What follows belongs to an exercise in optimizing a design on an open flow for small area, a short achievable clock period and few clock cycles per item; a production flow would make more cautious choices. For this run, only the layout was checked, not whether the RTL still works.

File: flow/config.mk
export PLATFORM = sky130hd
export DESIGN_NAME = fft_fp
export DESIGN_NICKNAME = fft_fp
export VERILOG_FILES = /design/flow/design.v
export SDC_FILE = /design/flow/constraint.sdc
export NUM_CORES = 4
export LEC_CHECK = 0
export CAP_MARGIN = 20
export CORE_MARGIN = 2
export CORE_UTILIZATION = 40
export SLEW_MARGIN = 20
File: flow/run.sh
#!/bin/bash
# synth_recipe.tcl (not shown) runs the flow's synth.tcl, then flattens the netlist and writes it again
# the make line also repeats each setting of config.mk as NAME=value (left out here)
make -C /OpenROAD-flow-scripts/flow DESIGN_CONFIG=/design/flow/config.mk WORK_HOME=/design/flow/orfs CLKGATE_MAP_FILE= SYNTH_SCRIPT=/design/flow/synth_recipe.tcl finish
File: flow/constraint.sdc
create_clock -name core_clock -period 20.0 [get_ports {clk}]
set_input_delay 4.0000 -clock core_clock [delete_from_list [all_inputs] [get_ports {clk}]]
set_output_delay 4.0000 -clock core_clock [all_outputs]
set_load 0.01 [all_outputs]
File: flow/design.v
module fft_fp_half (
  input  logic signed [17:0] a_i,
  input  logic        [18:0] t_i,
  input  logic               sub_i,
  input  logic               inv_i,
  output logic        [17:0] y_o
);
  logic [18:0] v;
  always_comb begin
    v   = {a_i[17], a_i} + (sub_i ? (~t_i) : t_i) + {18'd0, sub_i} + {18'd0, inv_i};
    y_o = inv_i ? v[18:1] : v[17:0];
  end
endmodule
module fft_fp_butterfly (
  input  logic [35:0] a_i,
  input  logic [18:0] tr_i,
  input  logic [18:0] ti_i,
  input  logic        nr_i,
  input  logic        ni_i,
  input  logic        inv_i,
  output logic [35:0] a_o,
  output logic [35:0] b_o
);
  fft_fp_half u_ar (.a_i(a_i[35:18]), .t_i(tr_i), .sub_i(nr_i),  .inv_i(inv_i), .y_o(a_o[35:18]));
  fft_fp_half u_ai (.a_i(a_i[17:0]),  .t_i(ti_i), .sub_i(ni_i),  .inv_i(inv_i), .y_o(a_o[17:0]));
  fft_fp_half u_br (.a_i(a_i[35:18]), .t_i(tr_i), .sub_i(!nr_i), .inv_i(inv_i), .y_o(b_o[35:18]));
  fft_fp_half u_bi (.a_i(a_i[17:0]),  .t_i(ti_i), .sub_i(!ni_i), .inv_i(inv_i), .y_o(b_o[17:0]));
endmodule
module fft_fp_c2 (
  input  logic [35:0] b_i,
  input  logic        k6_i,
  input  logic        inv_i,
  output logic [18:0] tr_o,
  output logic [18:0] ti_o,
  output logic        nr_o,
  output logic        ni_o
);
  logic signed [32:0] br, bi, s, d, ps, pd;
  logic               ns, nd, sw;
  always_comb begin
    br = 33'($signed(b_i[35:18]));
    bi = 33'($signed(b_i[17:0]));
    s  = br + bi;
    d  = br - bi;
    ns = k6_i;
    nd = !inv_i;
    sw = k6_i ^ inv_i;
    ps = (s <<< 14) - (s <<< 12) - (s <<< 10) + (s <<< 8) + (s <<< 6) + s
         + (ns ? 33'sd8191 : 33'sd8192);
    pd = (d <<< 14) - (d <<< 12) - (d <<< 10) + (d <<< 8) + (d <<< 6) + d
         + (nd ? 33'sd8191 : 33'sd8192);
    tr_o = sw ? pd[32:14] : ps[32:14];
    ti_o = sw ? ps[32:14] : pd[32:14];
    nr_o = sw ? nd : ns;
    ni_o = sw ? ns : nd;
  end
endmodule
module fft_fp_c13 (
  input  logic [35:0] b_i,
  input  logic [1:0]  k_i,      
  input  logic        inv_i,
  output logic [18:0] tr_o,
  output logic [18:0] ti_o,
  output logic        nr_o,
  output logic        ni_o
);
  logic signed [32:0] br, bi, c1r, c3r, c1i, c3i, pr, qi, qr, pi, zr, zi;
  logic               sw, hi, sr, si;
  always_comb begin
    br  = 33'($signed(b_i[35:18]));
    bi  = 33'($signed(b_i[17:0]));
    c1r = (br <<< 14) - (br <<< 10) - (br <<< 8) + (br <<< 5) + br;
    c3r = (br <<< 13) - (br <<< 11) + (br <<< 7) - (br <<< 1);
    c1i = (bi <<< 14) - (bi <<< 10) - (bi <<< 8) + (bi <<< 5) + bi;
    c3i = (bi <<< 13) - (bi <<< 11) + (bi <<< 7) - (bi <<< 1);
    sw  = k_i[0] ^ k_i[1];            
    hi  = k_i[1];                     
    pr  = sw ? c3r : c1r;
    qr  = sw ? c1r : c3r;
    pi  = sw ? c3i : c1i;
    qi  = sw ? c1i : c3i;
    sr  = inv_i ^ hi;
    si  = !(inv_i ^ hi);
    nr_o = hi;
    ni_o = !inv_i;
    zr  = pr + (sr ? -qi : qi) + (nr_o ? 33'sd8191 : 33'sd8192);
    zi  = qr + (si ? -pi : pi) + (ni_o ? 33'sd8191 : 33'sd8192);
    tr_o = zr[32:14];
    ti_o = zi[32:14];
  end
endmodule
module fft_fp #(
  parameter int unsigned LOG2_NS = 4,
  parameter int unsigned NS      = 16,
  parameter int unsigned DATA_W  = 18,
  parameter int unsigned FRAC_W  = 12,
  parameter int unsigned TW_W    = 16
) (
  input  logic                     clk,
  input  logic                     rst_n,
  input  logic                     start,
  input  logic                     inverse,
  input  logic                     in_valid,
  output logic                     in_ready,
  input  logic signed [DATA_W-1:0] in_re,
  input  logic signed [DATA_W-1:0] in_im,
  output logic                     out_valid,
  input  logic                     out_ready,
  output logic signed [DATA_W-1:0] out_re,
  output logic signed [DATA_W-1:0] out_im,
  output logic                     out_last,
  output logic                     busy
);
  if (NS != 16 || LOG2_NS != 4 || DATA_W != 18 || TW_W != 16) begin : g_chk
    $error("fft_fp: only the 16-point, 18-bit, 16-bit-twiddle configuration is supported");
  end
  logic        run_q, inv_q, ov_q;
  logic [5:0]  tau_q;
  logic [35:0] sr_q [16];
  logic [35:0] oq_q;
  logic in_ph, out_free, adv, p1_en, s2e_en, s2o_en, s3_en, loop_m;
  always_comb begin
    in_ph    = (tau_q < 6'd16);
    out_free = !ov_q || out_ready;
    adv      = run_q && (in_ph ? in_valid : out_free);
    loop_m   = (tau_q >= 6'd17);
    p1_en    = (tau_q >= 6'd13) && (tau_q <= 6'd16);
    s2e_en   = (tau_q >= 6'd17) && (tau_q <= 6'd20);
    s2o_en   = (tau_q >= 6'd18) && (tau_q <= 6'd21);
    s3_en    = (tau_q >= 6'd19) && (tau_q <= 6'd34);
  end
  logic [35:0] s0a, s0b, s0c, s0d, m1_e0, m1_e1, m1_e2, m1_e3;
  fft_fp_butterfly u_p1a (
    .a_i(sr_q[12]), .tr_i({sr_q[4][35], sr_q[4][35:18]}), .ti_i({sr_q[4][17], sr_q[4][17:0]}),
    .nr_i(1'b0), .ni_i(1'b0), .inv_i(inv_q), .a_o(s0a), .b_o(s0b));
  fft_fp_butterfly u_p1b (
    .a_i(sr_q[8]), .tr_i({sr_q[0][35], sr_q[0][35:18]}), .ti_i({sr_q[0][17], sr_q[0][17:0]}),
    .nr_i(1'b0), .ni_i(1'b0), .inv_i(inv_q), .a_o(s0c), .b_o(s0d));
  fft_fp_butterfly u_p1c (
    .a_i(s0a), .tr_i({s0c[35], s0c[35:18]}), .ti_i({s0c[17], s0c[17:0]}),
    .nr_i(1'b0), .ni_i(1'b0), .inv_i(inv_q), .a_o(m1_e0), .b_o(m1_e2));
  fft_fp_butterfly u_p1d (
    .a_i(s0b), .tr_i({s0d[17], s0d[17:0]}), .ti_i({s0d[35], s0d[35:18]}),
    .nr_i(inv_q), .ni_i(!inv_q), .inv_i(inv_q), .a_o(m1_e1), .b_o(m1_e3));
  logic [1:0]  e_ev, e_od;
  logic [35:0] c2_b;
  logic        c2_k6;
  logic [18:0] c2_tr, c2_ti;
  logic        c2_nr, c2_ni;
  always_comb begin
    e_ev  = 2'(tau_q - 6'd17);
    e_od  = 2'(tau_q - 6'd18);
    c2_b  = tau_q[0] ? sr_q[5] : sr_q[2];
    c2_k6 = tau_q[0] ? e_od[1] : e_ev[1];
  end
  fft_fp_c2 u_c2a (.b_i(c2_b), .k6_i(c2_k6), .inv_i(inv_q),
                   .tr_o(c2_tr), .ti_o(c2_ti), .nr_o(c2_nr), .ni_o(c2_ni));
  logic [18:0] ev_tr, ev_ti, od_tr, od_ti;
  logic        ev_nr, ev_ni, od_nr, od_ni;
  always_comb begin
    if (e_ev[0]) begin
      {ev_tr, ev_ti, ev_nr, ev_ni} = {c2_tr, c2_ti, c2_nr, c2_ni};
    end else if (e_ev[1]) begin
      {ev_tr, ev_ti, ev_nr, ev_ni} = {sr_q[2][17], sr_q[2][17:0], sr_q[2][35], sr_q[2][35:18],
                                      inv_q, !inv_q};
    end else begin
      {ev_tr, ev_ti, ev_nr, ev_ni} = {sr_q[2][35], sr_q[2][35:18], sr_q[2][17], sr_q[2][17:0],
                                      1'b0, 1'b0};
    end
    if (e_od[0]) begin
      {od_tr, od_ti, od_nr, od_ni} = {c2_tr, c2_ti, c2_nr, c2_ni};
    end else if (e_od[1]) begin
      {od_tr, od_ti, od_nr, od_ni} = {sr_q[5][17], sr_q[5][17:0], sr_q[5][35], sr_q[5][35:18],
                                      inv_q, !inv_q};
    end else begin
      {od_tr, od_ti, od_nr, od_ni} = {sr_q[5][35], sr_q[5][35:18], sr_q[5][17], sr_q[5][17:0],
                                      1'b0, 1'b0};
    end
  end
  logic [35:0] ev_a, ev_b, od_a, od_b;
  fft_fp_butterfly u_s2e (.a_i(sr_q[4]), .tr_i(ev_tr), .ti_i(ev_ti), .nr_i(ev_nr), .ni_i(ev_ni),
                          .inv_i(inv_q), .a_o(ev_a), .b_o(ev_b));
  fft_fp_butterfly u_s2o (.a_i(sr_q[7]), .tr_i(od_tr), .ti_i(od_ti), .nr_i(od_nr), .ni_i(od_ni),
                          .inv_i(inv_q), .a_o(od_a), .b_o(od_b));
  logic [3:0]  c_idx;
  logic [2:0]  k3;
  logic [35:0] s3_a, s3_b;
  logic [18:0] t2_tr, t2_ti, t13_tr, t13_ti, s3_tr, s3_ti;
  logic        t2_nr, t2_ni, t13_nr, t13_ni, s3_nr, s3_ni;
  always_comb begin
    c_idx = 4'(tau_q - 6'd19);
    k3    = {c_idx[2], c_idx[1:0]};
    s3_a  = c_idx[2] ? sr_q[10] : sr_q[12];
    s3_b  = c_idx[2] ? sr_q[9]  : sr_q[11];
  end
  fft_fp_c2  u_c2b (.b_i(s3_b), .k6_i(k3[2]), .inv_i(inv_q),
                    .tr_o(t2_tr), .ti_o(t2_ti), .nr_o(t2_nr), .ni_o(t2_ni));
  fft_fp_c13 u_c13 (.b_i(s3_b), .k_i(k3[2:1]), .inv_i(inv_q),
                    .tr_o(t13_tr), .ti_o(t13_ti), .nr_o(t13_nr), .ni_o(t13_ni));
  always_comb begin
    if (k3[0]) begin
      {s3_tr, s3_ti, s3_nr, s3_ni} = {t13_tr, t13_ti, t13_nr, t13_ni};
    end else if (k3[1]) begin
      {s3_tr, s3_ti, s3_nr, s3_ni} = {t2_tr, t2_ti, t2_nr, t2_ni};
    end else if (k3[2]) begin
      {s3_tr, s3_ti, s3_nr, s3_ni} = {s3_b[17], s3_b[17:0], s3_b[35], s3_b[35:18],
                                      inv_q, !inv_q};
    end else begin
      {s3_tr, s3_ti, s3_nr, s3_ni} = {s3_b[35], s3_b[35:18], s3_b[17], s3_b[17:0],
                                      1'b0, 1'b0};
    end
  end
  logic [17:0] x_re, x_im;
  fft_fp_half u_s3r (.a_i(s3_a[35:18]), .t_i(s3_tr), .sub_i(s3_nr ^ c_idx[3]), .inv_i(inv_q),
                     .y_o(x_re));
  fft_fp_half u_s3i (.a_i(s3_a[17:0]),  .t_i(s3_ti), .sub_i(s3_ni ^ c_idx[3]), .inv_i(inv_q),
                     .y_o(x_im));
  always_ff @(posedge clk) begin
    if (adv) begin
      if (!loop_m) begin
        sr_q[0] <= in_ph ? {in_re, in_im} : sr_q[15];
        for (int k = 1; k < 16; k++) sr_q[k] <= sr_q[k-1];
        if (p1_en) begin
          sr_q[1]  <= m1_e0;
          sr_q[5]  <= m1_e3;
          sr_q[9]  <= m1_e2;
          sr_q[13] <= m1_e1;
        end
      end else begin
        for (int k = 0; k < 16; k++) sr_q[k] <= sr_q[(k+12)%16];
        if (s2e_en) begin
          sr_q[8] <= ev_a;
          sr_q[6] <= ev_b;
        end
        if (s2o_en) begin
          sr_q[11] <= od_a;
          sr_q[9]  <= od_b;
        end
      end
    end
  end
  always_ff @(posedge clk) begin
    if (adv && s3_en) oq_q <= {x_re, x_im};
  end
  always_ff @(posedge clk or negedge rst_n) begin
    if (!rst_n) begin
      run_q <= 1'b0;
      inv_q <= 1'b0;
      ov_q  <= 1'b0;
      tau_q <= '0;
    end else begin
      if (!run_q) begin
        if (start) begin
          run_q <= 1'b1;
          inv_q <= inverse;
          tau_q <= '0;
        end
      end else begin
        if (adv) tau_q <= tau_q + 6'd1;
        if (adv && s3_en) begin
          ov_q <= 1'b1;
        end else if (out_ready) begin
          ov_q <= 1'b0;
          if (ov_q && tau_q == 6'd35) run_q <= 1'b0;
        end
      end
    end
  end
  always_comb begin
    busy      = run_q;
    in_ready  = run_q && in_ph;
    out_valid = ov_q;
    out_last  = ov_q && (tau_q == 6'd35);
    out_re    = oq_q[35:18];
    out_im    = oq_q[17:0];
  end
endmodule
==> run summary <==
## per-layer routing
layer | part of all wire [%] | routed length [microns] | global-route usage, % | vias up
met2 | 44 | 176200 | 49.50 | 4004
met5 | 0.024 | 96 | 0 | -
met4 | 5.8 | 23290 | 16.27 | 14
met3 | 8.6 | 34660 | 5.370 | 737
met1 | 42 | 169400 | 43.08 | 42674
li1 | - | - | - | 40200
## area by class of cell
class / instances / area, sq um / share of cell area, %
well taps: 3185 / 3985 / 3.848
flip-flops and latches: 621 / 18610 / 17.97
multi-input cells: 9412 / 71690 / 69.22
clock inverters: 48 / 431.7 / 0.4168
inverters: 1237 / 4663 / 4.503
clock buffers: 93 / 2072 / 2.001
repair buffers: 232 / 2061 / 1.990
diodes: 20 / 50.05 / 0.04833
## synthesized netlist by cell type, drive strengths merged (85+ instances only)
| cell | instances |
|---|---|
| o21ai | 818 |
| ha | 1412 |
| xnor2 | 637 |
| xor2 | 220 |
| o211ai | 85 |
| a211oi | 104 |
| nand2 | 1824 |
| o21a | 98 |
| a21o | 176 |
| clkbuf | 384 |
| buf | 93 |
| nand3 | 127 |
| inv | 1233 |
| edfxtp | 612 |
| nor3 | 139 |
| nand2b | 86 |
| mux2i | 384 |
| o21bai | 97 |
| nor2 | 752 |
| nor2b | 105 |
| fa | 480 |
| a21oi | 900 |
## flip-flops by register name, summed over array words and instances (netlist names)
signal,flops
run_q,1
tau_q,6
sr_q,576
inv_q,1
oq_q,36
ov_q,1
## tightest hold or removal path, stage by stage (launching register included)
cell      delay, ns
edfxtp_1       0.34
nand2_1        0.05
nand2_1        0.05
## cell families after synthesis
family | Yosys count
simple gates | 3363
compound gates | 2834
fa+ha+maj | 1893
buf+inv | 1714
xor+xnor | 859
flops | 621
mux | 463
## final timing paths
path,start,to,cells after the start
max in group asynchronous,rst_n,inv_q,1
worst max-delay path,tau_q[0],oq_q[34],45
worst min-delay path,sr_q[6][10],sr_q[7][10],2
worst max register to register,tau_q[0],oq_q[34],45
worst min register to register,sr_q[6][10],sr_q[7][10],2
min in group asynchronous,rst_n,ov_q,1
==> flow_metrics.tcl <==
set metrics [dict create \
    outcome "complete, no violations" \
    arrival_ns 15.75 \
    start_util_pct 40.18 \
    grt_util_all_layers_pct 32.06 \
    cap_violations 0 \
    slew_violations 0 \
    setup_viol 0 \
    clk_path_buf_depth 3 \
    slew_headroom_pct 15.74 \
    synth_mux_area_share_pct 4.913 \
    skew_ns 0.03837 \
    final_nets 13517 \
    synth_top_family_by_area "adder cells" \
    drtAntennaViolNets 0 \
    drt-total-wl_microns 403600 \
    fp.dieW_microns 495.3 \
    rows 180 \
    gp_congestion 1.053 \
    synth_compound_area_share_pct 18.09 \
    fin_tns_setup_ns 0 \
    syn_avg_cell_area_sq_um 8.220 \
    grt_pass1_wl_microns 579100 \
    ys_warn_count 6 \
    ctsResizeCount 0 \
    fin_area_sq_um 103600 \
    setup_ws_ns 4.683 \
    synth_xor_area_share_pct 7.835 \
    via_per_inst 5.902 \
    hold_buffers 0 \
    synth-async-reset-ratio_pct 1.449 \
    fin_crit_ns 15.32 \
    critPathKind "reg -> reg" \
    die_y_microns 495.3 \
    antenna_found_initial 21 \
    cts_tree "yes" \
    fill_cells 23986 \
    syn_to_final_growth_pct 7.247 \
    h-tree-depth 3 \
    wl_per_cell_microns 27.18 \
    hp-class "reg -> reg" \
    end_kind "flop" \
    final_core_util_pct 43.10 \
    cts_buffers 79 \
    yosysTopAreaCellShare_pct 19.03 \
    synthAdderAreaFrac_pct 28.26 \
    drtIter0Drc 9565 \
    numPortBuffers 81 \
    max_stage_delay_ns 1.01 \
    pin_count 82 \
    drive_gt1_share_pct 4.063 \
    clock_sink_count 621 \
    synthesis.area_sq_um 96560 \
    start_kind "flop" \
    finalHoldViolCount 0 \
    cp.required_ns 20.43 \
    fin_cells 14848 \
    vias 87629 \
    dpl-instance-area_sq_um 101000 \
    numPlacedInstances 14687 \
    synth-simple-area-share_pct 14.93 \
    rsz0062_at_grt "no" \
    yosysTopAreaCell "edfxtp_1" \
    post_cts.repair.setup_buffers 0 \
    die-area_sq_um 245400 \
    yosys-top-cells-area "edfxtp_1 19%, ha_1 18%, fa_1 10%" \
    synthDistinctLibCells 108 \
    critPathBufInv 3 \
    dp_hpwl_microns 328600 \
    max_freq_ghz 0.06529 \
    whs_ns 0.5312 \
    grt-ovfl-total 0 \
    grt_pass1_vias 83521 \
    synth_edf_count 612 \
    insertion_delay_ns 0.72 \
    dr.pass1.iters 6 \
    critPathSlowestCell "dfrtp_4" \
    tightestPinTransition_ns 1.229 \
    r2r_slack_ns 4.68 \
    final_cell_mix "1824 x nand2_1, 1410 x ha_1, 1223 x inv_1, 895 x a21oi_1, 810 x o21ai_0" \
    synth-main-ff-cell "edfxtp_1" \
    crit_top_cell "ha_1" \
    synthCells 11747 \
    fp.coreArea_sq_um 240300 \
    finalCritPeriodShare_pct 76.59 \
    ys_ff_latch 621 \
    grt_max_degree 222 \
    syn_nets 13681 \
    clk_pin_slew_ns 0.06 \
    pre_cts_slack_ns 5.108 \
    layout_commonest_cell "nand2_1" \
    ys_seq_area_share_pct 19.26 \
    root_buffer "clkbuf_16" \
    cp_max_fo 83 \
    drc 0 \
    cp_top_family "compound AO/OA/AOI/OAI gates" \
]

[what the ideal ports hide]
The results above use ideal ports. As a check the final layout listed here was re-extracted and re-timed, cells and wires unchanged. Step 1 (the two cells are an assumption about what drives the block):
set clk [get_ports {clk}]
set_driving_cell -lib_cell sky130_fd_sc_hd__clkbuf_16 $clk
set_driving_cell -lib_cell sky130_fd_sc_hd__buf_2 [delete_from_list [all_inputs] $clk]
Step 2 moves the port delays by t, midway between the first and last clock arrival at a register: inputs arrive t later, outputs are due t later. That takes back most of the time a late clock gives input paths. Slacks: ideal / step 1 / step 2; pairs: ideal / step 1.
shift t [ns]: 0.786
setup WS [ns]: 4.683 / 4.683 / 4.683
hold slack, ns: 0.531 / 0.531 / 0.531
worst setup path at the end: register to register
cell pins on the clock port's net: 1
After both steps setup and hold are still met in this run. The setup slack of this run moves by 0.000 ns with the drivers and by 0.000 ns with both steps.
